This is an optimization exercise on Yosys and OpenROAD, whose aim is small area, a short achievable clock period and few clock cycles per item, not a production implementation. RTL that was checked went through simulation tests only; none was proved equivalent to the original. Only the layout flow was run in runs 7 and 8; the RTL was not checked for function there. No activity file was given, so power comes from the tool's default toggle rates.

File: flow/flow/run.sh
#!/bin/bash
# Standard layout, with the port buffers inserted as buf_2 cells instead of the default choice.
set -euo pipefail
export BUFFER_PORTS_ARGS="-buffer_cell sky130_fd_sc_hd__buf_2"
bash standard.sh finish > orfs_flow.log 2>&1
File: flow/design.v
package bec_pkg;
    localparam int ROW_W    = 64;
    localparam int IDX_W    = 12;
    localparam int RCNT_W   = 13;
    localparam int CCNT_W   = 7;
    localparam int CFG_AW   = 1;
    localparam int MAX_COLS = 64;
    localparam int MDATA_W  = 80;
endpackage
module binary_erosion_cross_top #(
    parameter int MAX_ROWS = 4096
) (
    input  logic               aclk,
    input  logic               aresetn,
    input  logic               cfg_wr_en,
    input  logic [bec_pkg::CFG_AW-1:0]  cfg_addr,
    input  logic [bec_pkg::RCNT_W-1:0]  cfg_wdata,
    input  logic               s_tvalid,
    output logic               s_tready,
    input  logic [bec_pkg::ROW_W-1:0]   s_tdata,    
    output logic               m_tvalid,
    input  logic               m_tready,
    output logic [bec_pkg::MDATA_W-1:0] m_tdata,    
    output logic               m_tlast     
);
    localparam int ROW_W = bec_pkg::ROW_W;
    localparam int IDX_W = bec_pkg::IDX_W;
    logic [IDX_W-1:0] hm2_reg;       
    logic [5:0]       wm1_reg;       
    logic [ROW_W-1:0] cur_reg;
    logic [ROW_W-1:0] part_reg;
    logic [IDX_W-1:0] idx_reg;       
    logic             first_reg;     
    logic             fin_reg;       
    logic [ROW_W-1:0] mask;
    logic [ROW_W-1:0] east;
    logic [ROW_W-1:0] part_next;
    logic             take;
    logic             last_row;
    logic [12:0] cfg_rows;
    logic [6:0]  cfg_cols;
    always_comb begin
        cfg_rows = cfg_wdata;
        cfg_cols = cfg_wdata[6:0];
    end
    always_ff @(posedge aclk) begin
        if (!aresetn) begin
            hm2_reg <= '0;
            wm1_reg <= 6'd63;
        end else if (cfg_wr_en) begin
            if (cfg_addr == 1'b0) begin
                if (cfg_rows < 13'd2)         hm2_reg <= '0;
                else if (cfg_rows > 13'd4096) hm2_reg <= 12'd4094;
                else                          hm2_reg <= 12'(cfg_rows - 13'd2);
            end else begin
                if (cfg_cols < 7'd2)          wm1_reg <= 6'd1;
                else if (cfg_cols > 7'd64)    wm1_reg <= 6'd63;
                else                          wm1_reg <= 6'(cfg_cols - 7'd1);
            end
        end
    end
    logic [1:0]  th1;
    logic [3:0]  th2;
    logic [7:0]  th3;
    logic [15:0] th4;
    logic [31:0] th5;
    assign th1  = {wm1_reg[0], 1'b1};
    assign th2  = {th1 & {2{wm1_reg[1]}},  th1 | {2{wm1_reg[1]}}};
    assign th3  = {th2 & {4{wm1_reg[2]}},  th2 | {4{wm1_reg[2]}}};
    assign th4  = {th3 & {8{wm1_reg[3]}},  th3 | {8{wm1_reg[3]}}};
    assign th5  = {th4 & {16{wm1_reg[4]}}, th4 | {16{wm1_reg[4]}}};
    assign mask = {th5 & {32{wm1_reg[5]}}, th5 | {32{wm1_reg[5]}}};
    always_comb begin
        east = ({1'b0, s_tdata[ROW_W-1:1]} & mask) | (mask & ~{1'b0, mask[ROW_W-1:1]});
        part_next = east & s_tdata & {s_tdata[ROW_W-2:0], 1'b1}
                  & (cur_reg | {ROW_W{first_reg}});
    end
    assign take     = s_tvalid && s_tready;
    assign last_row = !first_reg && (idx_reg == hm2_reg);
    always_ff @(posedge aclk) begin
        if (take) begin
            cur_reg  <= s_tdata;
            part_reg <= part_next;
        end
    end
    always_ff @(posedge aclk) begin
        if (!aresetn) begin
            first_reg <= 1'b1;
            fin_reg   <= 1'b0;
        end else begin
            if (fin_reg && m_tready) begin
                fin_reg <= 1'b0;
            end
            if (take) begin
                first_reg <= last_row;
                if (last_row) begin
                    fin_reg <= 1'b1;
                end
            end
        end
    end
    always_ff @(posedge aclk) begin
        if (take) begin
            idx_reg <= first_reg ? '0 : idx_reg + IDX_W'(1);
        end
    end
    assign s_tready = m_tready || (first_reg && !fin_reg);
    assign m_tvalid = fin_reg || (s_tvalid && !first_reg);
    assign m_tdata  = {4'd0, idx_reg, part_reg & (s_tdata | {ROW_W{fin_reg}})};
    assign m_tlast  = fin_reg;
endmodule
File: flow/standard.sh
#!/bin/bash
# synth_recipe.tcl (not shown) runs the flow's synth.tcl, then flattens the netlist and writes it again
# the make line also repeats each setting of config.mk as NAME=value (left out here)
make -C /OpenROAD-flow-scripts/flow DESIGN_CONFIG=/design/flow/config.mk WORK_HOME=/design/flow/orfs CLKGATE_MAP_FILE= SYNTH_SCRIPT=/design/flow/synth_recipe.tcl "${@:-finish}"
File: flow/config.mk
export PLATFORM = sky130hd
export DESIGN_NAME = binary_erosion_cross_top
export DESIGN_NICKNAME = binary_erosion_cross_top
export VERILOG_FILES = /design/flow/design.v
export SDC_FILE = /design/flow/constraint.sdc
export NUM_CORES = 4
export LEC_CHECK = 0
export CAP_MARGIN = 20
export CORE_MARGIN = 2
export CORE_UTILIZATION = 40
export CTS_BUF_LIST = sky130_fd_sc_hd__clkbuf_8
export SETUP_SLACK_MARGIN = 2.85
export SLEW_MARGIN = 20
File: flow/constraint.sdc
create_clock -name core_clock -period 5.5 [get_ports {aclk}]
set_input_delay 1.1000 -clock core_clock [delete_from_list [all_inputs] [get_ports {aclk}]]
set_output_delay 1.1000 -clock core_clock [all_outputs]
set_load 0.01 [all_outputs]
==> flow_metrics.tcl, run 1 <==
set metrics [dict create \
    cts_max_level 4 \
    total_power_mw 2.718 \
    finalMaxSlewViolations 0 \
    cp.required_ns 4.40 \
    rsz0062_at_grt "no" \
    root_buffer "clkbuf_8" \
    timing.setup.tns_ns 0 \
    cts.clk_slew.worst_paths_ns 0.08 \
    grt_max_degree 79 \
    dpl_cell_area_um2 8850 \
    dp_hpwl_mm 14.69 \
    first_iter_violations 549 \
    hp-class "register to register" \
    drive_above_1_share_pct 24.77 \
    core_area_um2 19270 \
    die-width_um 143.5 \
    hold_viol 0 \
    die_h_um 143.5 \
    track_usage_pct 21.15 \
    period_share_pct 48.02 \
    ff_latch_area_um2 4609 \
    fin_area_um2 9462 \
    synth-seq-area-share_pct 59.14 \
    crit_fanout 5 \
    postRouteAntennaNets 0 \
    path_class "primary input to primary output" \
    synthDistinctLibCells 58 \
    multi_input_area_um2 2992 \
    cts_tree "yes" \
    port_buffers 161 \
    ir_drop_mv 0.1496 \
    final_cells 1129 \
    synth-compound-area-share_pct 19.40 \
    synthSimpleGateAreaFrac_pct 14.46 \
    worstMarginPinSlew_ns 0.9196 \
    syn_to_final_growth_pct 21.52 \
    clock-sinks 160 \
    fillCellCount 1862 \
    clk_latency_ns 0.47 \
    yosys.area_share.xor_xnor_pct 3.037 \
    antenna_found_initial 0 \
    syn_avg_cell_area_um2 11.17 \
    maxCapViolCount 0 \
    place_congestion 0.8376 \
    cp-end-kind "primary output" \
    placed_cells 1094 \
    slew_headroom_pct 38.47 \
    totalWireLength_mm 21.68 \
    synth_mux_area_share_pct 0.5142 \
    p_per_area_nw_per_um2 287.2 \
    critPathArrivalTime_ns 1.54 \
    p_leak_nw 3.591 \
    critPathLaunchType "primary input" \
    synth_area_leaders "edfxtp_1 54%, o21a_1 6.4%, dfxtp_1 5.1%" \
    synth_top_family_by_area "compound AO/OA/AOI/OAI gates" \
    synth-seq-cells 160 \
    nets 938 \
    rows 51 \
    via_count 6348 \
    synth_flop_cell "edfxtp_1" \
    synth-edff-count 140 \
    grt_pass1_wl_mm 33.07 \
    die-area_um2 20600 \
    syn-cell-area_um2 7786 \
    grt_remaining_overflow 0 \
    synthArstFlopShare_pct 0 \
    post_synth_fa_ha_maj_area_fraction_pct 0.6428 \
    routedWlPerCell_um 19.20 \
    synth_warnings 1 \
    diodes 0 \
    grt_pass1_vias 5790 \
    status "complete, no violations" \
    syn_inst 697 \
    viasPerCell 5.623 \
    numCtsBuffers 17 \
    period_minus_slack_ns 2.641 \
    io_pins 166 \
    initial_core_util_pct 40.40 \
    drc 0 \
    holdWs_ns 0.4821 \
    cts.path.max_buffers 2 \
    post-synth-top-area-fraction_pct 53.99 \
    finalClockSkew_ns 0.009597 \
    drt_first_pass_iters 5 \
    fmax_mhz 378.6 \
    yosysTopAreaCell "edfxtp_1" \
    setup_viol 0 \
]
metal layers:
metal / track usage [%] / part of all wire (%) / wire, um / up-vias
met5: 0 / 0 / 0 / -
met4: 6.502 / 1.8 / 396 / 0
met3: 4.499 / 5.6 / 1204 / 24
met2: 31.63 / 46 / 9929 / 222
met1: 30.86 / 47 / 10150 / 3114
li1: - / - / - / 2988
kinds of logic after synthesis:
kind of cell | after synthesis
compound gates | 220
xor+xnor | 27
fa+ha+maj | 4
buf+inv | 51
flops | 160
mux | 4
other cells | 1
simple gates | 230
placed cells by master, fill, tap and decap left out, types with 3 or more instances in the layout:
master	n
edfxtp_1	140
buf_2	124
o21a_1	66
nor2_1	66
nand2_1	41
nor3_1	41
o21ai_0	40
a21oi_1	36
buf_4	29
o211ai_1	23
nor4_1	22
nand3_1	19
xor2_1	19
dfxtp_1	18
clkbuf_8	17
buf_6	15
inv_1	13
o2111ai_1	12
o221ai_1	9
xnor2_1	8
nand4_1	7
a211oi_1	7
or3_1	5
a22o_1	5
clkinv_2	5
or2_2	4
nand2b_1	4
mux2i_1	4
and3_1	4
ha_1	4
conb_1	4
bufinv_16	4
o31ai_1	3
nor2b_1	3
synth_stat cells, types with 2 or more instances:
cell	n
a2111oi_0	2
a21o_1	2
inv_1	10
o21a_1	66
o2111ai_1	12
nand4_1	7
and3_1	4
nor3_1	41
nor4_1	22
xor2_1	19
nand2_1	41
nor3b_1	2
a22oi_1	2
clkbuf_1	29
a211oi_1	7
a21boi_0	2
mux2i_1	4
buf_1	5
dfxtp_1	20
xnor2_1	8
a22o_1	5
and2_1	3
ha_1	4
nor4b_1	2
o211ai_1	23
o31ai_1	3
or2_2	4
o21ai_0	40
buf_4	4
a21oi_1	36
or3_1	5
nor2b_1	3
edfxtp_1	140
o221ai_1	9
a221oi_1	2
nor2_1	66
nand3_1	19
nand2b_1	4
critical path, cell delays in order:
cell    delay (ns)
buf_4         0.14
o21a_1        0.17
buf_2         0.13
report_power, final:
group	leakage [nW]	internal, mW	switching, mW
clock	0.223	0.485	0.434
combinational	1.81	0.136	0.216
sequential	1.55	1.41	0.0395
total	3.59	2.03	0.690
repair_timing:
| action | 4_1_cts | 5_1_grt |
|---|---|---|
| setup endpoints to repair | 66 | 35 |
| resized for setup | 13 | 57 |
| buffers inserted | 3 | 0 |
| hold buffers | 0 | 0 |
| endpoints found under the hold margin | 0 | 0 |
| pin swaps | 4 | 14 |
per-stage QoR:
stage,setup WS [ns],utilization (%)
after global placement,2.576,45.92
after detailed placement,2.555,45.92
after floorplan,2.807,-
after CTS,2.847,48.44
after global routing,2.850,49.10
final,2.859,49.10
final timing paths:
check,start,endpoint,slack (ns),cells past startpoint
max,s_tdata[37],m_tdata[37],2.86,3
min,hm2_reg[7],hm2_reg[7],0.48,2
max reg2reg,wm1_reg[1],part_reg[34],3.21,4
min reg2reg,hm2_reg[7],hm2_reg[7],0.48,2
layout make-up:
class | instances | share of cell area [%]
multi-input cells | 489 | 31.62
flip-flops and latches | 160 | 48.72
repair buffers | 172 | 11.39
clock buffers | 17 | 2.473
well taps | 265 | 3.504
clock inverters | 15 | 1.865
inverters | 11 | 0.4364
Testbench counts, summed over its fixed seeds: cycles 7,854, results 7,566.
==> run 2, diff against run 1 <==
--- a/flow/config.mk
+++ b/flow/config.mk
@@ -10,4 +10,6 @@
 export CORE_UTILIZATION = 40
 export CTS_BUF_LIST = sky130_fd_sc_hd__clkbuf_8
+export CTS_CLUSTER_DIAMETER = 80
+export CTS_CLUSTER_SIZE = 30
 export SETUP_SLACK_MARGIN = 2.85
 export SLEW_MARGIN = 20
==> flow_metrics.tcl, run 2 <==
set metrics [dict create \
    finalMaxSlewViolations 0 \
    setup_viol 0 \
    clk_latency_ns 0.47 \
    post-synth-top-area-fraction_pct 53.99 \
    track_usage_pct 21.15 \
    maxCapViolCount 0 \
    initial_core_util_pct 40.40 \
    status "complete, no violations" \
    place_congestion 0.8376 \
    via_count 6348 \
    mostFrequentLayoutCell "edfxtp_1" \
    synth_area_leaders "edfxtp_1 54%, o21a_1 6.4%, dfxtp_1 5.1%" \
    cpPeakStageDelay_ns 0.17 \
    p_leak_nw 3.591 \
    p_int_mw 2.028 \
    viasPerCell 5.623 \
    clock-sinks 160 \
    rsz0062_at_grt "no" \
    root_buffer "clkbuf_8" \
    seqPwrFrac_pct 53.2 \
    die-width_um 143.5 \
    port_buffers 161 \
    cp-end-kind "primary output" \
    cts.clk_slew.worst_paths_ns 0.08 \
    synth_flop_cell "edfxtp_1" \
    crit_fanout 5 \
    synth-seq-area-share_pct 59.14 \
    die-area_um2 20600 \
    ir_drop_mv 0.1496 \
    holdWs_ns 0.4821 \
    grt_remaining_overflow 0 \
    cts.path.max_buffers 2 \
    comb_power_share_pct 13.0 \
    synth_warnings 1 \
    yosysTopAreaCell "edfxtp_1" \
    syn-cell-area_um2 7786 \
    period_share_pct 48.02 \
    diodes 0 \
    drt_first_pass_iters 5 \
    nets 938 \
    drive_above_1_share_pct 24.77 \
    cp.required_ns 4.40 \
    path_class "primary input to primary output" \
    synth_common_cells "140 x edfxtp_1, 66 x nor2_1, 66 x o21a_1, 41 x nand2_1, 41 x nor3_1" \
    postRouteAntennaNets 0 \
    hp-class "register to register" \
    rows 51 \
    grt_pass1_wl_mm 33.07 \
    synthDistinctLibCells 58 \
    core_area_um2 19270 \
    p_per_area_nw_per_um2 287.2 \
    synth-edff-count 140 \
    dp_hpwl_mm 14.69 \
    synth.most_common_cell "edfxtp_1" \
    synth-seq-cells 160 \
    totalWireLength_mm 21.68 \
    period_minus_slack_ns 2.641 \
    cts_max_level 4 \
    grt_pass1_vias 5790 \
    routedWlPerCell_um 19.20 \
    p_switching_uw 690.1 \
    cts_tree "yes" \
    synthArstFlopShare_pct 0 \
    fmax_mhz 378.6 \
    final_cell_mix "140 x edfxtp_1, 124 x buf_2, 66 x o21a_1, 66 x nor2_1" \
    syn_to_final_growth_pct 21.52 \
    switching_share_pct 25.39 \
    critPathArrivalTime_ns 1.54 \
    critPathSlowestCell "o21a_1" \
    drc 0 \
    hold_buffers 0 \
    syn_avg_cell_area_um2 11.17 \
    antenna_found_initial 0 \
    hold_viol 0 \
    power_frac_clock_pct 33.8 \
    slew_headroom_pct 38.47 \
    crit_buf_inv 2 \
    syn_inst 697 \
    critical_path.cell_chain "buf_4, o21a_1, buf_2" \
    grt_max_degree 79 \
    first_iter_violations 549 \
    worstMarginPinSlew_ns 0.9196 \
    numCtsBuffers 17 \
    timing.setup.tns_ns 0 \
    die_h_um 143.5 \
    critPathTopFamily "buffers and inverters" \
    io_pins 166 \
    critPathLaunchType "primary input" \
    finalClockSkew_ns 0.009597 \
]
==> run 2: path summary, 6_finish.rpt <==
kind	startpoint	to	slack, ns	cells past startpoint
worst min-delay path	hm2_reg[7]	hm2_reg[7]	0.48	2
worst min register to register	hm2_reg[7]	hm2_reg[7]	0.48	2
worst max-delay path	s_tdata[37]	m_tdata[37]	2.86	3
worst max register to register	wm1_reg[1]	part_reg[34]	3.21	4
==> run 2: logic make-up (layout without fill, tap and decap cells) <==
| logic type | Yosys count | after routing | share of synthesized area (%) |
|---|---|---|---|
| AOI/OAI and AO/OA | 220 | 220 | 19.40 |
| xor gates and xnor gates | 27 | 27 | 3.037 |
| adders and majority gates | 4 | 4 | 0.6428 |
| buffers and inverters | 51 | 215 | 2.764 |
| DFF | 160 | 160 | 59.14 |
| muxes | 4 | 4 | 0.5142 |
| other | 1 | 4 | 0.04816 |
| and+or+nand+nor | 230 | 230 | 14.46 |
==> run 2: layer usage <==
| layer | global-route usage (%) | wire length [um] | share of wire [%] | vias up |
|---|---|---|---|---|
| li1 | - | - | - | 2988 |
| met1 | 30.86 | 10150 | 47 | 3114 |
| met2 | 31.63 | 9929 | 46 | 222 |
| met3 | 4.499 | 1204 | 5.6 | 24 |
| met4 | 6.502 | 396 | 1.8 | 0 |
| met5 | 0 | 0 | 0 | - |
==> run 2: layout make-up <==
type	instances	area (um^2)
fillers	1862	9809
flip-flops and latches	160	4609
multi-input cells	489	2992
repair buffers	172	1077
well taps	265	331.6
clock buffers	17	234.0
clock inverters	15	176.4
inverters	11	41.29
==> run 2: power by group through the flow <==
stage	logic (mW)	clock network [mW]	registers (mW)
6_report	0.352	0.919	1.45
5_1_grt	0.388	0.978	1.45
4_1_cts	0.344	0.935	1.45
3_5_place_dp	0.339	0	1.47
3_3_place_gp	0.337	0	1.47
2_1_floorplan	0.196	0	1.46
==> run 2: timing repair <==
| action | CTS | global route |
|---|---|---|
| endpoints found under the setup margin | 66 | 35 |
| gates resized for setup | 13 | 57 |
| pin swaps | 4 | 14 |
| setup buffers | 3 | 0 |
==> run 2: tightest hold or removal path, cell delays in order, from the launching register on <==
cell and delay (ns):
dfxtp_1 0.33, nand2_1 0.05, o21ai_0 0.06
==> run 2: per-stage QoR <==
step | cell area [um^2] | util [%] | worst slack (ns) | total power, mW | instances
CTS | 9334 | 48.44 | 2.847 | 2.725 | 1129
detailed placement | 8850 | 45.92 | 2.555 | 1.814 | 1094
floorplan | 7811 | - | 2.807 | 1.658 | 700
global route | 9462 | 49.10 | 2.850 | 2.821 | 1129
global placement | 8850 | 45.92 | 2.576 | 1.811 | 1094
finish | 9462 | 49.10 | 2.859 | 2.718 | 1129
==> run 3, diff against run 2 <==
==> flow/flow/run.sh (replaced) <==
#!/bin/bash
# Standard layout, with the port buffers inserted as buf_2 cells instead of the default
# choice, and clock tree synthesis without dummy loads and with larger sink clusters.
set -euo pipefail
export BUFFER_PORTS_ARGS="-buffer_cell sky130_fd_sc_hd__buf_2"
export CTS_ARGS="-sink_clustering_enable -repair_clock_nets -buf_list sky130_fd_sc_hd__clkbuf_8 -dont_use_dummy_load -sink_clustering_size 30 -sink_clustering_max_diameter 150"
bash standard.sh finish > orfs_flow.log 2>&1
--- a/flow/config.mk
+++ b/flow/config.mk
@@ -10,6 +10,5 @@
 export CORE_UTILIZATION = 40
 export CTS_BUF_LIST = sky130_fd_sc_hd__clkbuf_8
-export CTS_CLUSTER_DIAMETER = 80
-export CTS_CLUSTER_SIZE = 30
+export GPL_TIMING_DRIVEN = 0
 export SETUP_SLACK_MARGIN = 2.85
 export SLEW_MARGIN = 20
==> flow_metrics.tcl, run 3 <==
set metrics [dict create \
    finalClockSkew_ns 0.02027 \
    grt_pass1_wl_mm 35.01 \
    worstHoldPathCells 2 \
    rrSetupSlack_ns 3.15 \
    worst_slack_ns 2.842 \
    synth_flop_cell "edfxtp_1" \
    fin_area_um2 9450 \
    syn_avg_cell_area_um2 11.17 \
    totalWireLength_mm 23.32 \
    mostFrequentLayoutCell "edfxtp_1" \
    top_usage_layer "met2" \
    drc 0 \
    r2r-end "idx_reg[2]" \
    hold_buffers 0 \
    routedWlPerCell_um 20.35 \
    regToRegStartpoint "first_reg" \
    cts.path.max_buffers 2 \
    syn-cell-area_um2 7786 \
    via_count 6576 \
    track_usage_pct 22.81 \
    placed_cells 1125 \
    critPathLaunchType "primary input" \
    period_minus_slack_ns 2.658 \
    clk_latency_ns 0.46 \
    fmax_mhz 376.2 \
    synth-seq-cells 160 \
    critPathArrivalTime_ns 1.56 \
    grt_max_degree 56 \
    nets 970 \
    diodes 0 \
    drt_first_pass_iters 5 \
    synth_common_cells "140 x edfxtp_1, 66 x nor2_1, 66 x o21a_1, 41 x nand2_1, 41 x nor3_1" \
    die_h_um 143.5 \
    die-area_um2 20600 \
    p_int_mw 1.821 \
    power_frac_clock_pct 26.3 \
    drive_above_1_share_pct 23.50 \
    clock-sinks 160 \
    seqPwrFrac_pct 58.4 \
    io_pins 166 \
    grt_pass1_vias 6103 \
    dpl_cell_area_um2 8981 \
    worstSetupEndpoint "m_tdata[43]" \
    numCtsBuffers 17 \
    grt_remaining_overflow 0 \
    grt_use_met3_pct 5.265 \
    hold_viol 0 \
    grt_use_met1_pct 31.58 \
    cp.required_ns 4.40 \
    cp-end-kind "primary output" \
    worst_r2r_path_depth 4 \
    p_per_area_nw_per_um2 260.9 \
    crit_fanout 2 \
    final_cell_mix "140 x edfxtp_1, 131 x buf_2, 66 x o21a_1, 66 x nor2_1" \
    path_class "primary input to primary output" \
    rsz0062_at_grt "yes" \
    synth_area_leaders "edfxtp_1 54%, o21a_1 6.4%, dfxtp_1 5.1%" \
    maxCapViolCount 0 \
    final_cells 1146 \
    status "complete, no violations" \
    antenna_found_initial 0 \
    postRouteAntennaNets 0 \
    critPathLaunch "s_tdata[43]" \
    die-width_um 143.5 \
    hp-class "register to register" \
    syn_to_final_growth_pct 21.37 \
    total_power_mw 2.466 \
    cts_max_level 4 \
    syn_inst 697 \
    synth.most_common_cell "edfxtp_1" \
    setup_viol 0 \
    finalMaxSlewViolations 0 \
    synth_warnings 1 \
    cts.clk_slew.worst_paths_ns 0.06 \
    slew_headroom_pct 32.81 \
    first_iter_violations 682 \
    yosysTopAreaCell "edfxtp_1" \
    root_buffer "clkbuf_8" \
    worstMarginPinSlew_ns 1.004 \
    synthArstFlopShare_pct 0 \
    post-synth-top-area-fraction_pct 53.99 \
    place_congestion 0.8738 \
    p_leak_nw 3.562 \
    initial_core_util_pct 40.40 \
    met2_usage_pct 35.19 \
    synth-seq-area-share_pct 59.14 \
    comb_power_share_pct 15.2 \
    viasPerCell 5.738 \
    dp_hpwl_mm 16.72 \
    final_core_utilization_pct 49.04 \
    port_buffers 158 \
    ir_drop_mv 0.1547 \
    pre_cts_slack_ns 2.437 \
    hp-start "hm2_reg[0]" \
    cts_tree "yes" \
    p_switching_uw 645.1 \
    switching_share_pct 26.16 \
    core_area_um2 19270 \
    synth-edff-count 140 \
    synthDistinctLibCells 58 \
    rows 51 \
    holdWs_ns 0.4755 \
    period_share_pct 48.32 \
    timing.setup.tns_ns 0 \
]
==> run 3: cell counts after synthesis <==
Identical to the previous run, type by type.
==> run 3: repair_timing <==
action / in CTS / in global routing
resized for setup: 37 / 42
pin swaps: 6 / 7
setup endpoints to repair: 65 / 41
setup buffers: 3 / 1
==> run 3: area by class of cell <==
cell class / instances / area, um^2
Fill cell: 1853 / 9821
Clock buffer: 17 / 234.0
Sequential cell: 160 / 4608
Inverter: 11 / 41.29
Timing Repair Buffer: 164 / 1006
Tap cell: 265 / 331.6
Buffer: 40 / 237.7
Multi-Input combinational cell: 489 / 2992
==> run 3: critical path, cell delays in order <==
cell and delay, ns:
buf_8 0.10, o21a_1 0.20, buf_2 0.15
==> run 3: worst min path at each step <==
stage,endpoint
2_1_floorplan,hm2_reg[0]
3_3_place_gp,hm2_reg[0]
3_5_place_dp,hm2_reg[0]
4_1_cts,hm2_reg[0]
5_1_grt,hm2_reg[0]
6_report,hm2_reg[0]
==> run 3: power groups by stage <==
stage               clock [mW]  combinational (mW)  sequential (mW)
floorplan                    0               0.196             1.46
global placement             0               0.353             1.47
detailed placement           0               0.360             1.47
CTS                      0.660               0.368             1.44
global route             0.697               0.411             1.45
finish                   0.649               0.375             1.44
==> run 3: kinds of logic after synthesis <==
kind of cell,Yosys count,share of synthesized area (%)
other cells,1,0.04816
compound gates,220,19.40
simple gates,230,14.46
xor+xnor,27,3.037
fa+ha+maj,4,0.6428
flops,160,59.14
buf+inv,51,2.764
mux,4,0.5142
==> run 3: routing by layer <==
metal  vias to the layer above  part of all wire [%]
li1                       3051                     -
met1                      3192                    44
met2                       303                    46
met3                        30                   7.5
met4                         0                   2.2
met5                         -                     0
==> run 4, diff against run 3 <==
--- a/flow/config.mk
+++ b/flow/config.mk
@@ -10,5 +10,4 @@
 export CORE_UTILIZATION = 40
 export CTS_BUF_LIST = sky130_fd_sc_hd__clkbuf_8
-export GPL_TIMING_DRIVEN = 0
 export SETUP_SLACK_MARGIN = 2.85
 export SLEW_MARGIN = 20
==> flow_metrics.tcl, run 4 <==
set metrics [dict create \
    timing.setup.tns_ns 0 \
    path_class "primary input to primary output" \
    drt_first_pass_iters 6 \
    grt_max_degree 79 \
    cp-end-kind "primary output" \
    via_count 6274 \
    cp.required_ns 4.40 \
    grt_pass1_wl_mm 32.93 \
    p_switching_uw 629.0 \
    antenna_found_initial 0 \
    pre_cts_slack_ns 2.555 \
    power_frac_clock_pct 26.4 \
    switching_share_pct 25.72 \
    synth.most_common_cell "edfxtp_1" \
    dp_hpwl_mm 14.69 \
    clk_latency_ns 0.45 \
    synth_flop_cell "edfxtp_1" \
    cts_tree "yes" \
    worstMarginPinSlew_ns 0.9307 \
    diodes 0 \
    synthDistinctLibCells 58 \
    status "complete, no violations" \
    crit_fanout 2 \
    ir_drop_mv 0.1456 \
    hold_buffers 0 \
    cts_max_level 4 \
    p_leak_nw 3.488 \
    totalWireLength_mm 21.54 \
    root_buffer "clkbuf_8" \
    synth_area_leaders "edfxtp_1 54%, o21a_1 6.4%, dfxtp_1 5.1%" \
    critPathArrivalTime_ns 1.54 \
    io_pins 166 \
    viasPerCell 5.632 \
    drive_above_1_share_pct 23.79 \
    first_iter_violations 580 \
    postRouteAntennaNets 0 \
    synth-seq-cells 160 \
    syn_avg_cell_area_um2 11.17 \
    post-synth-top-area-fraction_pct 53.99 \
    p_per_area_nw_per_um2 263.4 \
    syn_inst 697 \
    track_usage_pct 21.02 \
    hold_viol 0 \
    grt_pass1_vias 5790 \
    finalClockSkew_ns 0.01644 \
    initial_core_util_pct 40.40 \
    setup_viol 0 \
    die-width_um 143.5 \
    die-area_um2 20600 \
    slew_headroom_pct 37.73 \
    p_int_mw 1.816 \
    nets 938 \
    syn-cell-area_um2 7786 \
    fillCellCount 1876 \
    yosysTopAreaCell "edfxtp_1" \
    hp-class "register to register" \
    drc 0 \
    rsz0062_at_grt "no" \
    period_share_pct 47.99 \
    maxCapViolCount 0 \
    mostFrequentLayoutCell "edfxtp_1" \
    numCtsBuffers 17 \
    synth_warnings 1 \
    cts.path.max_buffers 2 \
    rows 51 \
    comb_power_share_pct 14.4 \
    worst_slack_ns 2.860 \
    final_cell_mix "140 x edfxtp_1, 124 x buf_2, 66 x o21a_1, 66 x nor2_1" \
    place_congestion 0.8376 \
    cts.clk_slew.worst_paths_ns 0.08 \
    finalMaxSlewViolations 0 \
    clock-sinks 160 \
    die_h_um 143.5 \
    synthArstFlopShare_pct 0 \
    routedWlPerCell_um 19.34 \
    fmax_mhz 378.9 \
    critPathLaunchType "primary input" \
    core_area_um2 19270 \
    port_buffers 161 \
    synth-edff-count 140 \
    grt_remaining_overflow 0 \
    period_minus_slack_ns 2.640 \
    synth_common_cells "140 x edfxtp_1, 66 x nor2_1, 66 x o21a_1, 41 x nand2_1, 41 x nor3_1" \
    seqPwrFrac_pct 59.2 \
    synth-seq-area-share_pct 59.14 \
    syn_to_final_growth_pct 19.20 \
]
[run 4: cell counts after synthesis]
Identical to the previous run, type by type.
[run 4: logic make-up (layout without fill, tap and decap cells)]
kind of cell / count (synthesis) / after routing / synth area share (%)
adder cells (fa/ha/maj): 4 / 4 / 0.6428
buffers and inverters: 51 / 200 / 2.764
flip-flops: 160 / 160 / 59.14
multiplexers: 4 / 4 / 0.5142
XOR/XNOR: 27 / 27 / 3.037
other: 1 / 4 / 0.04816
AO/OA/AOI/OAI: 220 / 220 / 19.40
AND/OR/NAND/NOR: 230 / 230 / 14.46
[run 4: critical path, cell delays in order]
cell    delay, ns
buf_8        0.10
o21a_1       0.19
buf_2        0.15
[run 4: worst paths after layout]
kind	depth (start not counted)	slack (ns)	end	start
max	3	2.86	m_tdata[38]	s_tdata[38]
min	2	0.48	hm2_reg[7]	hm2_reg[7]
max reg2reg	4	3.21	part_reg[8]	fin_reg
min reg2reg	2	0.48	hm2_reg[7]	hm2_reg[7]
[run 4: metal layers]
| metal | wire length (um) | part of all wire [%] | global-route usage, % | vias up |
|---|---|---|---|---|
| met5 | 0 | 0 | 0 | - |
| li1 | - | - | - | 2974 |
| met4 | 341 | 1.6 | 6.244 | 0 |
| met3 | 1268 | 5.9 | 4.199 | 21 |
| met2 | 9850 | 46 | 31.68 | 241 |
| met1 | 10080 | 47 | 30.75 | 3038 |
[run 4: metrics by stage]
stage	hold WS (ns)	total power, mW	cell area, um^2	cells	utilization [%]
2_1_floorplan	0.4436	1.658	7811	700	-
3_3_place_gp	0.4625	1.811	8850	1094	45.92
3_5_place_dp	0.4763	1.814	8850	1094	45.92
4_1_cts	0.4886	2.453	9158	1114	47.52
5_1_grt	0.5198	2.543	9281	1114	48.16
6_report	0.4813	2.445	9281	1114	48.16
[run 4: power by group through the flow]
stage	registers [mW]	clock network, mW	logic, mW
after global routing	1.46	0.701	0.387
after detailed placement	1.47	0	0.339
after floorplan	1.46	0	0.196
after global placement	1.47	0	0.337
after CTS	1.45	0.662	0.344
final	1.45	0.646	0.351
[run 4: repair_timing]
action,in CTS,in global routing
pin swaps,4,13
buffers inserted,3,0
hold endpoints to repair,0,0
endpoints found under the setup margin,64,35
gates resized for setup,13,56
[run 4: layout make-up]
type                    count  area (um^2)  area share, %
flip-flops and latches    160         4609          49.66
multi-input cells         489         2992          32.23
repair buffers            172         1074          11.57
well taps                 265        331.6          3.572
clock buffers              17        234.0          2.521
inverters                  11        41.29         0.4449
==> run 5, diff against run 4 <==
--- a/flow/config.mk
+++ b/flow/config.mk
@@ -8,6 +8,7 @@
 export CAP_MARGIN = 20
 export CORE_MARGIN = 2
-export CORE_UTILIZATION = 40
+export CORE_UTILIZATION = 55
 export CTS_BUF_LIST = sky130_fd_sc_hd__clkbuf_8
+export PLACE_DENSITY = 0.7
 export SETUP_SLACK_MARGIN = 2.85
 export SLEW_MARGIN = 20
==> flow_metrics.tcl, run 5 <==
set metrics [dict create \
    fmax_mhz 378.3 \
    worst_r2r_path_depth 3 \
    period_share_pct 48.06 \
    dp_hpwl_mm 14.04 \
    postRouteAntennaNets 0 \
    maxCapViolCount 0 \
    numCtsBuffers 17 \
    root_buffer "clkbuf_8" \
    ir_drop_mv 0.1637 \
    critical_path.cell_chain "buf_6, o21a_1, buf_2" \
    antenna_found_initial 0 \
    final_cells 1027 \
    cts.path.max_buffers 2 \
    place_congestion 0.9038 \
    critPathArrivalTime_ns 1.54 \
    syn-cell-area_um2 7786 \
    die-area_um2 15120 \
    syn_inst 697 \
    initial_core_util_pct 56.09 \
    p_leak_nw 3.480 \
    syn_avg_cell_area_um2 11.17 \
    placed_cells 1008 \
    via_count 6438 \
    clk_latency_ns 0.45 \
    finalMaxSlewViolations 0 \
    synthArstFlopShare_pct 0 \
    period_minus_slack_ns 2.643 \
    hp-class "register to register" \
    routedWlPerCell_um 20.31 \
    fillCellCount 1137 \
    rows 43 \
    synth-edff-count 140 \
    slew_headroom_pct 30.75 \
    critPathSlowestCell "o21a_1" \
    port_buffers 161 \
    clock-sinks 160 \
    hold_viol 0 \
    synth_flop_cell "edfxtp_1" \
    path_class "primary input to primary output" \
    core_area_um2 13880 \
    rsz0062_at_grt "yes" \
    status "complete, no violations" \
    cp.required_ns 4.40 \
    setup_viol 0 \
    drc 0 \
    cp-end-kind "primary output" \
    grt_pass1_wl_mm 32.36 \
    cts_max_level 4 \
    yosysTopAreaCell "edfxtp_1" \
    cts_tree "yes" \
    die_h_um 123.0 \
    synthDistinctLibCells 58 \
    ff_latch_area_um2 4609 \
    p_per_area_nw_per_um2 265.6 \
    critPathLaunchType "primary input" \
    die-width_um 123.0 \
    syn_to_final_growth_pct 17.55 \
    first_iter_violations 796 \
    hold_buffers 0 \
    nets 936 \
    worstHoldPathCells 2 \
    diodes 0 \
    synth_area_leaders "edfxtp_1 54%, o21a_1 6.4%, dfxtp_1 5.1%" \
    grt_max_degree 83 \
    synth_common_cells "140 x edfxtp_1, 66 x nor2_1, 66 x o21a_1, 41 x nand2_1, 41 x nor3_1" \
    finalClockSkew_ns 0.02040 \
    totalWireLength_mm 20.85 \
    multi_input_area_um2 2992 \
    crit_fanout 4 \
    synth_warnings 1 \
    final_cell_mix "140 x edfxtp_1, 131 x buf_2, 66 x o21a_1, 66 x nor2_1" \
    synth.most_common_cell "edfxtp_1" \
    grt_pass1_vias 6005 \
    io_pins 166 \
    drt_first_pass_iters 5 \
    synth-seq-area-share_pct 59.14 \
    timing.setup.tns_ns 0 \
    synth-seq-cells 160 \
    drive_above_1_share_pct 23.61 \
    mostFrequentLayoutCell "edfxtp_1" \
    track_usage_pct 27.92 \
    grt_remaining_overflow 0 \
    post-synth-top-area-fraction_pct 53.99 \
    worstMarginPinSlew_ns 1.037 \
    viasPerCell 6.269 \
    cts.clk_slew.worst_paths_ns 0.07 \
    cpPeakStageDelay_ns 0.20 \
]
-- run 5: cell counts after synthesis --
Identical to the previous run, type by type.
-- run 5: routing by layer --
| metal | vias to the layer above | part of all wire [%] | track usage [%] | wire (um) |
|---|---|---|---|---|
| met5 | - | 0 | 0 | 0 |
| met4 | 0 | 2.3 | 9.588 | 473 |
| met3 | 41 | 8.1 | 6.042 | 1686 |
| met2 | 349 | 45 | 41.09 | 9402 |
| met1 | 3079 | 45 | 41.22 | 9290 |
| li1 | 2969 | - | - | - |
-- run 5: what timing repair did --
item,CTS,global route
hold endpoints to repair,0,0
pin swaps,2,11
setup endpoints to repair,55,30
gates cloned,1,0
setup buffers,1,0
gates resized for setup,11,40
-- run 5: area by class of cell --
cell class              count  share of cell area (%)
multi-input cells         489                   32.69
clock buffers              17                   2.556
flip-flops and latches    160                   50.36
well taps                 180                   2.461
inverters                  11                  0.4511
repair buffers            170                   11.48
-- run 5: path summary, 6_finish.rpt --
kind	to	startpoint	slack [ns]
worst max-delay path	m_tdata[42]	s_tdata[42]	2.86
worst min-delay path	hm2_reg[0]	hm2_reg[0]	0.47
worst max register to register	part_reg[19]	wm1_reg[0]	3.06
worst min register to register	hm2_reg[0]	hm2_reg[0]	0.47
-- run 5: metrics by stage --
| step | hold slack (ns) | util, % | instance area (um^2) | setup WS (ns) | power (mW) |
|---|---|---|---|---|---|
| after floorplan | 0.4436 | - | 7811 | 2.807 | 1.658 |
| after global placement | 0.4613 | 62.93 | 8736 | 2.659 | 1.800 |
| after detailed placement | 0.4642 | 62.93 | 8736 | 2.606 | 1.808 |
| after CTS | 0.4747 | 65.20 | 9050 | 2.835 | 2.427 |
| after global routing | 0.4959 | 65.94 | 9153 | 2.835 | 2.527 |
| final | 0.4723 | 65.94 | 9153 | 2.857 | 2.430 |
-- run 5: logic make-up (layout without fill, tap and decap cells) --
logic type,Yosys count,after routing,share of synthesized area (%)
compound gates,220,220,19.40
xor+xnor,27,27,3.037
fa+ha+maj,4,4,0.6428
buf+inv,51,198,2.764
flops,160,160,59.14
mux,4,4,0.5142
other cells,1,4,0.04816
simple gates,230,230,14.46
-- run 5: where the power goes --
group / total [mW] / switching, mW / internal, mW / leakage, nW
sequential: 1.45 / 0.0444 / 1.41 / 1.55
combinational: 0.342 / 0.210 / 0.132 / 1.81
clock: 0.636 / 0.363 / 0.273 / 0.122
total: 2.43 / 0.618 / 1.81 / 3.48
-- run 5: worst max-delay path: cells and delay by family --
| family | cells | cell delay [ns] |
|---|---|---|
| buf+inv | 2 | 0.24 |
| compound gates | 1 | 0.20 |
==> run 6, diff against run 5 <==
==> flow/flow/run.sh (replaced) <==
#!/bin/bash
# Standard layout, with the port buffers inserted as buf_2 cells instead of the default
# choice, clock tree synthesis without dummy loads and with larger sink clusters, and
# timing repair trying to split loads before sizing gates up.
set -euo pipefail
export BUFFER_PORTS_ARGS="-buffer_cell sky130_fd_sc_hd__buf_2"
export SETUP_MOVE_SEQUENCE="unbuffer,split,sizeup,swap,buffer,clone"
export CTS_ARGS="-sink_clustering_enable -repair_clock_nets -buf_list sky130_fd_sc_hd__clkbuf_8 -dont_use_dummy_load -sink_clustering_size 30 -sink_clustering_max_diameter 150"
bash standard.sh finish > orfs_flow.log 2>&1
--- a/flow/config.mk
+++ b/flow/config.mk
@@ -8,7 +8,6 @@
 export CAP_MARGIN = 20
 export CORE_MARGIN = 2
-export CORE_UTILIZATION = 55
+export CORE_UTILIZATION = 40
 export CTS_BUF_LIST = sky130_fd_sc_hd__clkbuf_8
-export PLACE_DENSITY = 0.7
 export SETUP_SLACK_MARGIN = 2.85
 export SLEW_MARGIN = 20
==> flow_metrics.tcl, run 6 <==
set metrics [dict create \
    numCtsBuffers 17 \
    core_area_um2 19270 \
    die-area_um2 20600 \
    antenna_found_initial 0 \
    finalMaxSlewViolations 0 \
    synth.most_common_cell "edfxtp_1" \
    critical_path.cell_chain "buf_4, o21a_1, buf_2" \
    fillCellCount 1876 \
    synth-seq-cells 160 \
    place_congestion 0.8376 \
    critPathArrivalTime_ns 1.54 \
    cts.clk_slew.worst_paths_ns 0.08 \
    status "complete, no violations" \
    rows 51 \
    syn_avg_cell_area_um2 11.17 \
    syn_to_final_growth_pct 19.15 \
    finalClockSkew_ns 0.01688 \
    track_usage_pct 21.91 \
    viasPerCell 5.609 \
    drc 0 \
    synthArstFlopShare_pct 0 \
    clk_latency_ns 0.46 \
    mostFrequentLayoutCell "edfxtp_1" \
    cts_max_level 4 \
    synth-seq-area-share_pct 59.14 \
    via_count 6276 \
    synth-edff-count 140 \
    syn_inst 697 \
    syn-cell-area_um2 7786 \
    cp-end-kind "primary output" \
    multi_input_area_um2 2992 \
    drive_above_1_share_pct 24.24 \
    total_power_mw 2.443 \
    pre_cts_slack_ns 2.555 \
    critPathLaunchType "primary input" \
    period_share_pct 48.07 \
    worst_r2r_path_depth 5 \
    grt_pass1_wl_mm 34.04 \
    final_cell_mix "140 x edfxtp_1, 133 x buf_2, 66 x o21a_1, 66 x nor2_1" \
    cpPeakStageDelay_ns 0.17 \
    path_class "primary input to primary output" \
    initial_core_util_pct 40.40 \
    hold_viol 0 \
    grt_remaining_overflow 0 \
    nets 943 \
    hp-start "hm2_reg[7]" \
    grt_max_degree 79 \
    cts_tree "yes" \
    synthDistinctLibCells 58 \
    worstHoldPathCells 2 \
    critPathSlowestCell "o21a_1" \
    post-synth-top-area-fraction_pct 53.99 \
    grt_pass1_vias 5837 \
    p_leak_nw 3.500 \
    worst_slack_ns 2.856 \
    fmax_mhz 378.3 \
    synth_flop_cell "edfxtp_1" \
    synth_area_leaders "edfxtp_1 54%, o21a_1 6.4%, dfxtp_1 5.1%" \
    routedWlPerCell_um 20.00 \
    regToRegStartpoint "fin_reg" \
    die_h_um 143.5 \
    slew_headroom_pct 38.48 \
    die-width_um 143.5 \
    hp-class "register to register" \
    period_minus_slack_ns 2.644 \
    hold_end "hm2_reg[7]" \
    rrSetupSlack_ns 3.09 \
    port_buffers 161 \
    synth_warnings 1 \
    cts.path.max_buffers 2 \
    worstMarginPinSlew_ns 0.9194 \
    cp.required_ns 4.40 \
    first_iter_violations 592 \
    ff_latch_area_um2 4609 \
    maxCapViolCount 0 \
    totalWireLength_mm 22.38 \
    rsz0062_at_grt "yes" \
    setup_viol 0 \
    yosysTopAreaCell "edfxtp_1" \
    drt_first_pass_iters 5 \
    dp_hpwl_mm 14.69 \
    crit_fanout 5 \
    postRouteAntennaNets 0 \
    synth_common_cells "140 x edfxtp_1, 66 x nor2_1, 66 x o21a_1, 41 x nand2_1, 41 x nor3_1" \
    ir_drop_mv 0.1459 \
    diodes 0 \
    root_buffer "clkbuf_8" \
    timing.setup.tns_ns 0 \
    p_per_area_nw_per_um2 263.3 \
    final_core_utilization_pct 48.14 \
    r2r-end "part_reg[62]" \
    clock-sinks 160 \
    io_pins 166 \
]
==> run 6: critical path: cells and delay by family <==
kind / cells / cell delay, ns
AOI/OAI and AO/OA: 1 / 0.17
buffers and inverters: 2 / 0.27
==> run 6: per-layer routing <==
layer	global-route usage (%)	vias up	part of all wire, %
met5	0	-	0
met3	4.099	20	5.9
met1	32.47	3037	47
met4	5.934	0	1.2
met2	33.01	239	46
li1	-	2980	-
==> run 6: power breakdown <==
part           internal, mW  switching [mW]  total, mW
clock                 0.273           0.375      0.648
sequential             1.41          0.0397       1.45
combinational         0.131           0.216      0.348
==> run 6: repair_timing <==
action / CTS / global route
endpoints found under the setup margin: 64 / 38
setup buffers: 8 / 0
pin swaps: 3 / 6
hold buffers: 0 / 0
gates resized for setup: 8 / 40
==> run 6: area by class of cell <==
class,instances,area share [%]
tap,265,3.574
timing repair buffer,177,11.53
clock buffer,17,2.522
sequential,160,49.68
inverter,11,0.4450
multi-input combinational,489,32.25
==> run 6: logic make-up (layout without fill, tap and decap cells) <==
logic type	Yosys count	after routing	synth area share (%)
multiplexers	4	4	0.5142
adder cells (fa/ha/maj)	4	4	0.6428
buffers and inverters	51	205	2.764
flip-flops	160	160	59.14
other	1	4	0.04816
AND/OR/NAND/NOR	230	230	14.46
XOR/XNOR	27	27	3.037
AO/OA/AOI/OAI	220	220	19.40
==> run 6: how the worst max path moves through the flow <==
stage,end,cells after the start,startpoint,slack [ns]
floorplan,cur_reg[0],2,m_tready,2.81
global placement,part_reg[5],4,m_tready,2.58
detailed placement,part_reg[5],4,m_tready,2.56
CTS,m_tdata[61],3,s_tdata[61],2.83
global route,m_tdata[49],4,fin_reg,2.83
finish,m_tdata[37],3,s_tdata[37],2.86
==> run 6: metrics by stage <==
stage          std cells  instance area, um^2  hold WS [ns]
2_1_floorplan        700                 7811        0.4436
3_3_place_gp        1094                 8850        0.4625
3_5_place_dp        1094                 8850        0.4763
4_1_cts             1119                 9200        0.4886
5_1_grt             1119                 9278        0.5198
6_report            1119                 9278        0.4814
==> run 7, diff against run 6 <==
--- a/flow/design.v
+++ b/flow/design.v
@@ -28,12 +28,13 @@
     logic [IDX_W-1:0] hm2_reg;       
     logic [5:0]       wm1_reg;       
-    logic [ROW_W-1:0] cur_reg;
-    logic [ROW_W-1:0] part_reg;
+    logic [ROW_W-1:0] cur_reg;       
+    logic [ROW_W-1:0] prev_reg;      
+    logic             top_reg;       
     logic [IDX_W-1:0] idx_reg;       
     logic             first_reg;     
     logic             fin_reg;       
     logic [ROW_W-1:0] mask;
-    logic [ROW_W-1:0] east;
-    logic [ROW_W-1:0] part_next;
+    logic [ROW_W-1:0] cur_next;
+    logic [ROW_W-1:0] res;
     logic             take;
     logic             last_row;
@@ -71,15 +72,15 @@
     assign th5  = {th4 & {16{wm1_reg[4]}}, th4 | {16{wm1_reg[4]}}};
     assign mask = {th5 & {32{wm1_reg[5]}}, th5 | {32{wm1_reg[5]}}};
-    always_comb begin
-        east = ({1'b0, s_tdata[ROW_W-1:1]} & mask) | (mask & ~{1'b0, mask[ROW_W-1:1]});
-        part_next = east & s_tdata & {s_tdata[ROW_W-2:0], 1'b1}
-                  & (cur_reg | {ROW_W{first_reg}});
-    end
+    assign cur_next = {mask[ROW_W-2:0], 1'b1} & (s_tdata | ~mask);
+    assign res = cur_reg & {cur_reg[ROW_W-2:0], 1'b1} & {mask[ROW_W-1], cur_reg[ROW_W-1:1]}
+               & (prev_reg | {ROW_W{top_reg}});
     assign take     = s_tvalid && s_tready;
     assign last_row = !first_reg && (idx_reg == hm2_reg);
     always_ff @(posedge aclk) begin
         if (take) begin
-            cur_reg  <= s_tdata;
-            part_reg <= part_next;
+            cur_reg  <= cur_next;
+            prev_reg <= cur_reg;
+            top_reg  <= first_reg;
+            idx_reg  <= first_reg ? '0 : idx_reg + IDX_W'(1);
         end
     end
@@ -100,12 +101,7 @@
         end
     end
-    always_ff @(posedge aclk) begin
-        if (take) begin
-            idx_reg <= first_reg ? '0 : idx_reg + IDX_W'(1);
-        end
-    end
     assign s_tready = m_tready || (first_reg && !fin_reg);
     assign m_tvalid = fin_reg || (s_tvalid && !first_reg);
-    assign m_tdata  = {4'd0, idx_reg, part_reg & (s_tdata | {ROW_W{fin_reg}})};
+    assign m_tdata  = {4'd0, idx_reg, res & (s_tdata | {ROW_W{fin_reg}})};
     assign m_tlast  = fin_reg;
 endmodule
==> flow/flow/run.sh (replaced) <==
#!/bin/bash
# Standard layout, with the port buffers inserted as buf_2 cells instead of the default choice.
set -euo pipefail
export BUFFER_PORTS_ARGS="-buffer_cell sky130_fd_sc_hd__buf_2"
bash standard.sh finish > orfs_flow.log 2>&1
--- a/flow/config.mk
+++ b/flow/config.mk
@@ -10,4 +10,4 @@
 export CORE_UTILIZATION = 40
 export CTS_BUF_LIST = sky130_fd_sc_hd__clkbuf_8
-export SETUP_SLACK_MARGIN = 2.85
+export SETUP_SLACK_MARGIN = 3
 export SLEW_MARGIN = 20
==> flow_metrics.tcl, run 7 <==
set metrics [dict create \
    drc 0 \
    fmax_mhz 356.5 \
    cp.required_ns 4.40 \
    core_area_um2 19460 \
    timing.setup.tns_ns 0 \
    synth-compound-area-share_pct 14.99 \
    hold_viol 0 \
    synthDistinctLibCells 61 \
    via_count 6956 \
    finalMaxSlewViolations 0 \
    syn_to_final_growth_pct 29.64 \
    io_pins 166 \
    post_synth_fa_ha_maj_area_fraction_pct 0.4733 \
    synthArstFlopShare_pct 0 \
    clock-sinks 161 \
    place_congestion 0.8274 \
    synth_warnings 1 \
    synth-edff-count 141 \
    totalWireLength_mm 24.81 \
    dp_hpwl_mm 15.63 \
    routedWlPerCell_um 20.44 \
    die_h_um 144.8 \
    syn-cell-area_um2 7931 \
    rsz0062_at_grt "yes" \
    syn_inst 769 \
    post-synth-top-area-fraction_pct 53.38 \
    grt_pass1_vias 6384 \
    root_buffer "clkbuf_8" \
    p_per_area_nw_per_um2 264.5 \
    cts_tree "yes" \
    clk_latency_ns 0.45 \
    grt_remaining_overflow 0 \
    port_buffers 161 \
    mostFrequentLayoutCell "buf_2" \
    synth_common_cells "141 x edfxtp_1, 130 x nor2_1, 74 x nand3_1, 63 x o22ai_1, 53 x nand2_1" \
    initial_core_util_pct 40.75 \
    period_minus_slack_ns 2.805 \
    period_share_pct 51.00 \
    numCtsBuffers 17 \
    final_cell_mix "144 x buf_2, 141 x edfxtp_1, 117 x nor2_1" \
    synth_mux_area_share_pct 0.2682 \
    track_usage_pct 23.09 \
    yosys.area_share.xor_xnor_pct 3.202 \
    status "complete, no violations" \
    grt_pass1_wl_mm 36.34 \
    synth.most_common_cell "edfxtp_1" \
    placed_cells 1156 \
    slew_headroom_pct 44.42 \
    critPathLaunchType "register" \
    ir_drop_mv 0.1647 \
    synth_flop_cell "edfxtp_1" \
    worstMarginPinSlew_ns 0.8337 \
    nets 1021 \
    total_power_mw 2.719 \
    synth_top_family_by_area "simple AND/OR/NAND/NOR gates" \
    drt_first_pass_iters 5 \
    setup_viol 0 \
    cts_max_level 4 \
    synth-seq-area-share_pct 58.43 \
    cts.path.max_buffers 2 \
    final_cells 1214 \
    hp-class "register to register" \
    path_class "register to primary output" \
    p_leak_nw 3.999 \
    postRouteAntennaNets 0 \
    die-area_um2 20970 \
    yosysTopAreaCell "edfxtp_1" \
    holdWs_ns 0.4588 \
    synth_area_leaders "edfxtp_1 53%, nor2_1 6.2%, dfxtp_1 5.0%" \
    maxCapViolCount 0 \
    drive_above_1_share_pct 32.91 \
    critPathArrivalTime_ns 1.71 \
    synthSimpleGateAreaFrac_pct 19.17 \
    cp-end-kind "primary output" \
    rows 51 \
    grt_max_degree 143 \
    syn_avg_cell_area_um2 10.31 \
    synth-seq-cells 161 \
    die-width_um 144.8 \
    finalClockSkew_ns 0.01168 \
    viasPerCell 5.730 \
    first_iter_violations 579 \
    crit_fanout 5 \
    antenna_found_initial 1 \
    cts.clk_slew.worst_paths_ns 0.09 \
]
run 7: worst paths after layout:
kind                                  from     endpoint  slack (ns)  cells after the start
worst max-delay path               top_reg  m_tdata[63]        2.69                      5
worst min-delay path            cur_reg[0]  prev_reg[0]        0.46                      0
worst max register to register  wm1_reg[5]   cur_reg[2]        3.19                      5
worst min register to register  cur_reg[0]  prev_reg[0]        0.46                      0
run 7: layer usage:
metal  up-vias  part of all wire [%]  GRT usage, %
met2       329                    48         37.39
met1      3400                    43         31.79
li1       3197                     -             -
met3        30                   7.6         4.574
met4         0                   1.6         6.234
met5         -                     0             0
run 7: power breakdown:
group | switching [mW] | internal, mW
combinational | 0.239 | 0.176
clock | 0.440 | 0.345
sequential | 0.0798 | 1.44
total | 0.759 | 1.96
run 7: metrics by stage:
step / utilization [%] / area [um^2] / setup slack, ns
global route: 52.82 / 10280 / 2.625
global placement: 46.04 / 8960 / 2.216
finish: 52.83 / 10280 / 2.695
floorplan: - / 7979 / 2.800
CTS: 51.24 / 9973 / 2.721
detailed placement: 46.04 / 8960 / 2.243
run 7: cells by family after synthesis:
| logic type | Yosys count |
|---|---|
| flops | 161 |
| xor+xnor | 29 |
| simple gates | 327 |
| buf+inv | 61 |
| other cells | 1 |
| mux | 2 |
| fa+ha+maj | 3 |
| compound gates | 185 |
run 7: cell type report:
type	instances	area, um^2
multi-input combinational	550	3517
clock inverter	15	105.1
inverter	11	41.29
clock buffer	17	234.0
fill	1732	9180
tap	265	331.6
antenna	1	2.502
timing repair buffer	194	1401
sequential	161	4649
run 7: worst max-delay path: stages (launching register included):
cell      delay (ns)
edfxtp_1        0.45
buf_8           0.20
buf_12          0.14
o22ai_4         0.06
nor4_4          0.20
buf_2           0.20
run 7: what timing repair did:
action / 4_1_cts / 5_1_grt
pin swaps: 36 / 36
setup endpoints to repair: 67 / 66
gates cloned: 3 / 2
hold buffers: 0 / 0
resized for setup: 99 / 40
setup buffers: 16 / 4
==> run 8, diff against run 7 <==
--- a/flow/design.v
+++ b/flow/design.v
@@ -28,14 +28,19 @@
     logic [IDX_W-1:0] hm2_reg;       
     logic [5:0]       wm1_reg;       
-    logic [ROW_W-1:0] cur_reg;       
-    logic [ROW_W-1:0] prev_reg;      
-    logic             top_reg;       
+    logic [ROW_W-1:0] cur_reg;
+    logic [ROW_W-1:0] part_reg;
     logic [IDX_W-1:0] idx_reg;       
     logic             first_reg;     
     logic             fin_reg;       
     logic [ROW_W-1:0] mask;
-    logic [ROW_W-1:0] cur_next;
-    logic [ROW_W-1:0] res;
+    logic [ROW_W-1:0] east;
+    logic [ROW_W-1:0] part_next;
     logic             take;
+    logic             beat_valid;
+    logic             beat_ready;
+    logic [ROW_W-1:0] out_row_reg;
+    logic [IDX_W-1:0] out_idx_reg;
+    logic             out_last_reg;
+    logic             out_valid_reg;
     logic             last_row;
     logic [12:0] cfg_rows;
@@ -72,15 +77,15 @@
     assign th5  = {th4 & {16{wm1_reg[4]}}, th4 | {16{wm1_reg[4]}}};
     assign mask = {th5 & {32{wm1_reg[5]}}, th5 | {32{wm1_reg[5]}}};
-    assign cur_next = {mask[ROW_W-2:0], 1'b1} & (s_tdata | ~mask);
-    assign res = cur_reg & {cur_reg[ROW_W-2:0], 1'b1} & {mask[ROW_W-1], cur_reg[ROW_W-1:1]}
-               & (prev_reg | {ROW_W{top_reg}});
+    always_comb begin
+        east = ({1'b0, s_tdata[ROW_W-1:1]} & mask) | (mask & ~{1'b0, mask[ROW_W-1:1]});
+        part_next = east & s_tdata & {s_tdata[ROW_W-2:0], 1'b1}
+                  & (cur_reg | {ROW_W{first_reg}});
+    end
     assign take     = s_tvalid && s_tready;
     assign last_row = !first_reg && (idx_reg == hm2_reg);
     always_ff @(posedge aclk) begin
         if (take) begin
-            cur_reg  <= cur_next;
-            prev_reg <= cur_reg;
-            top_reg  <= first_reg;
-            idx_reg  <= first_reg ? '0 : idx_reg + IDX_W'(1);
+            cur_reg  <= s_tdata;
+            part_reg <= part_next;
         end
     end
@@ -90,5 +95,5 @@
             fin_reg   <= 1'b0;
         end else begin
-            if (fin_reg && m_tready) begin
+            if (fin_reg && beat_ready) begin
                 fin_reg <= 1'b0;
             end
@@ -101,7 +106,28 @@
         end
     end
-    assign s_tready = m_tready || (first_reg && !fin_reg);
-    assign m_tvalid = fin_reg || (s_tvalid && !first_reg);
-    assign m_tdata  = {4'd0, idx_reg, res & (s_tdata | {ROW_W{fin_reg}})};
-    assign m_tlast  = fin_reg;
+    always_ff @(posedge aclk) begin
+        if (take) begin
+            idx_reg <= first_reg ? '0 : idx_reg + IDX_W'(1);
+        end
+    end
+    assign beat_valid = fin_reg || (s_tvalid && !first_reg);
+    assign beat_ready = !out_valid_reg || m_tready;
+    always_ff @(posedge aclk) begin
+        if (beat_ready) begin
+            out_row_reg  <= part_reg & (s_tdata | {ROW_W{fin_reg}});
+            out_idx_reg  <= idx_reg;
+            out_last_reg <= fin_reg;
+        end
+    end
+    always_ff @(posedge aclk) begin
+        if (!aresetn) begin
+            out_valid_reg <= 1'b0;
+        end else if (beat_ready) begin
+            out_valid_reg <= beat_valid;
+        end
+    end
+    assign s_tready = beat_ready || (first_reg && !fin_reg);
+    assign m_tvalid = out_valid_reg;
+    assign m_tdata  = {4'd0, out_idx_reg, out_row_reg};
+    assign m_tlast  = out_last_reg;
 endmodule
--- a/flow/config.mk
+++ b/flow/config.mk
@@ -10,4 +10,4 @@
 export CORE_UTILIZATION = 40
 export CTS_BUF_LIST = sky130_fd_sc_hd__clkbuf_8
-export SETUP_SLACK_MARGIN = 3
+export SETUP_SLACK_MARGIN = 2.9
 export SLEW_MARGIN = 20
==> flow_metrics.tcl, run 8 <==
set metrics [dict create \
    drive_above_1_share_pct 23.42 \
    total_power_mw 3.859 \
    fmax_mhz 382.9 \
    synth_area_leaders "edfxtp_1 64%, o21a_1 5.0%, dfxtp_1 4.1%" \
    finalMaxSlewViolations 0 \
    cpPeakStageDelay_ns 0.15 \
    rsz0062_at_grt "yes" \
    maxCapViolCount 0 \
    hp-class "register to register" \
    p_per_area_nw_per_um2 322.0 \
    period_minus_slack_ns 2.611 \
    drc 0 \
    clk_latency_ns 0.54 \
    synth-seq-cells 238 \
    crit_fanout 2 \
    via_count 7179 \
    yosysTopAreaCell "edfxtp_1" \
    critPathSlowestCell "buf_2" \
    placed_cells 1246 \
    cts_tree "yes" \
    hold_viol 0 \
    setup_viol 0 \
    synth-seq-area-share_pct 68.40 \
    io_pins 166 \
    initial_core_util_pct 40.50 \
    die_h_um 163.2 \
    final_cells 1312 \
    viasPerCell 5.472 \
    worstMarginPinSlew_ns 0.9785 \
    period_share_pct 47.48 \
    path_class "primary input to primary output" \
    critPathLaunchType "primary input" \
    syn_avg_cell_area_um2 12.90 \
    syn_inst 786 \
    grt_max_degree 84 \
    p_leak_nw 4.552 \
    critical_path.cell_chain "buf_6, nor2b_4, o21ai_2, buf_2" \
    synthArstFlopShare_pct 0 \
    drt_first_pass_iters 6 \
    finalClockSkew_ns 0.01818 \
    synth_common_cells "217 x edfxtp_1, 79 x nor2_1, 68 x o21a_1, 43 x nand2_1" \
    root_buffer "clkbuf_8" \
    grt_pass1_wl_mm 38.87 \
    cp.required_ns 4.40 \
    ir_drop_mv 0.1485 \
    cts.path.max_buffers 3 \
    syn_to_final_growth_pct 18.16 \
    synthDistinctLibCells 54 \
    final_cell_mix "217 x edfxtp_1, 160 x buf_2, 79 x nor2_1" \
    cts.clk_slew.worst_paths_ns 0.06 \
    numCtsBuffers 38 \
    critPathArrivalTime_ns 1.51 \
    worst_r2r_path_depth 4 \
    synth.most_common_cell "edfxtp_1" \
    clock-sinks 238 \
    rows 58 \
    status "complete, no violations" \
    cts_max_level 2 \
    timing.setup.tns_ns 0 \
    final_core_utilization_pct 47.86 \
    port_buffers 161 \
    syn-cell-area_um2 10140 \
    first_iter_violations 651 \
    postRouteAntennaNets 0 \
    nets 1044 \
    synth_flop_cell "edfxtp_1" \
    totalWireLength_mm 25.30 \
    post-synth-top-area-fraction_pct 64.26 \
    holdWs_ns 0.4705 \
    synth_warnings 1 \
    fillCellCount 2282 \
    worstHoldPathCells 2 \
    track_usage_pct 18.82 \
    grt_remaining_overflow 0 \
    place_congestion 0.8325 \
    mostFrequentLayoutCell "edfxtp_1" \
    die-width_um 163.2 \
    die-area_um2 26640 \
    grt_pass1_vias 6832 \
    slew_headroom_pct 34.53 \
    routedWlPerCell_um 19.28 \
    cp-end-kind "primary output" \
    hold_buffers 0 \
    antenna_found_initial 2 \
    synth-edff-count 217 \
    dp_hpwl_mm 16.60 \
    diodes 0 \
    core_area_um2 25040 \
]
[run 8: kinds of logic after synthesis]
family | count (synthesis) | synth area share, %
xor gates and xnor gates | 27 | 2.332
and+or+nand+nor | 237 | 11.15
AOI/OAI and AO/OA | 220 | 14.99
DFF | 238 | 68.40
other | 1 | 0.03698
muxes | 3 | 0.2961
adders and majority gates | 4 | 0.4935
buffers and inverters | 56 | 2.295
[run 8: area by class of cell]
type / count / area (um^2) / share of cell area, %
flip-flops and latches: 238 / 6940 / 57.92
multi-input cells: 495 / 2997 / 25.01
repair buffers: 171 / 919.6 / 7.675
clock buffers: 41 / 564.3 / 4.709
well taps: 330 / 412.9 / 3.446
clock inverters: 24 / 96.34 / 0.8040
inverters: 13 / 52.55 / 0.4386
[run 8: worst max-delay path, delay by kind of cell]
family,cells,cell delay [ns]
buffers and inverters,2,0.24
AOI/OAI and AO/OA,1,0.06
and+or+nand+nor,1,0.11
[run 8: metal layers]
metal | part of all wire (%) | track usage [%]
met1 | 45 | 26.65
met2 | 47 | 30.00
met3 | 5.9 | 3.428
met4 | 1.9 | 4.948
met5 | 0.11 | 0
[run 8: worst paths after layout]
kind | startpoint | to | slack [ns]
max | m_tready | s_tready | 2.89
min | hm2_reg[0] | hm2_reg[0] | 0.47
max reg2reg | fin_reg | cur_reg[14] | 3.21
min reg2reg | hm2_reg[0] | hm2_reg[0] | 0.47
[run 8: timing repair]
| action | 4_1_cts | 5_1_grt |
|---|---|---|
| buffers inserted | 0 | 1 |
| setup endpoints to repair | 29 | 2 |
| gates cloned | 0 | 0 |
| resized for setup | 6 | 4 |
[run 8: stage by stage]
stage / worst slack, ns / cell area (um^2)
after floorplan: 2.601 / 10170
after global routing: 2.866 / 11980
after global placement: 2.342 / 11280
final: 2.889 / 11980
after CTS: 2.787 / 11970
after detailed placement: 2.278 / 11280
[run 8: power breakdown]
part	internal, mW	switching [mW]
logic	0.131	0.225
registers	2.10	0.0484
clock network	0.682	0.673
total	2.91	0.946

## port drivers added, routing unchanged
The flow's constraints put no driver on any port. The routed layouts listed below were extracted and timed again, unchanged, in two steps.
Step 1: set_driving_cell puts a clkbuf_16 on aclk and a buf_2 on each other input, an assumption about the parent block.
Step 2 adds t to the input delays and takes it off the output delays; t is the mean of the earliest and latest rising clock arrival at the registers after step 1. Input paths then give back, and output paths get back, about the clock's delay inside the block.
a / b / c = no drivers / after step 1 / after step 2; a / b = the first two.
run	t (ns)	setup WS [ns]	hold WS [ns]	worst register clock-pin slew, ns	worst data-port slew with drivers (ns)
run 1	0.501	2.859 / 2.817 / 2.574	0.482 / 0.482 / 0.482	0.09 / 0.09	0.06
run 2	0.501	2.859 / 2.817 / 2.574	0.482 / 0.482 / 0.482	0.09 / 0.09	0.06
run 3	0.486	2.842 / 2.803 / 2.600	0.475 / 0.475 / 0.475	0.09 / 0.09	0.06
run 4	0.484	2.860 / 2.818 / 2.554	0.481 / 0.481 / 0.481	0.08 / 0.08	0.06
run 5	0.473	2.857 / 2.800 / 2.570	0.472 / 0.472 / 0.472	0.08 / 0.08	0.07
run 6	0.486	2.856 / 2.811 / 2.550	0.481 / 0.481 / 0.481	0.08 / 0.08	0.06
run 7	0.486	2.695 / 2.641 / 2.641	0.459 / 0.459 / 0.459	0.09 / 0.09	0.06
run 8	0.567	2.889 / 2.856 / 2.468	0.470 / 0.470 / 0.470	0.07 / 0.07	0.06
After both steps every run listed still meets setup and hold. For run 8, which loses most, drivers alone change the setup slack by -0.033 ns; drivers and shift together by -0.421 ns.
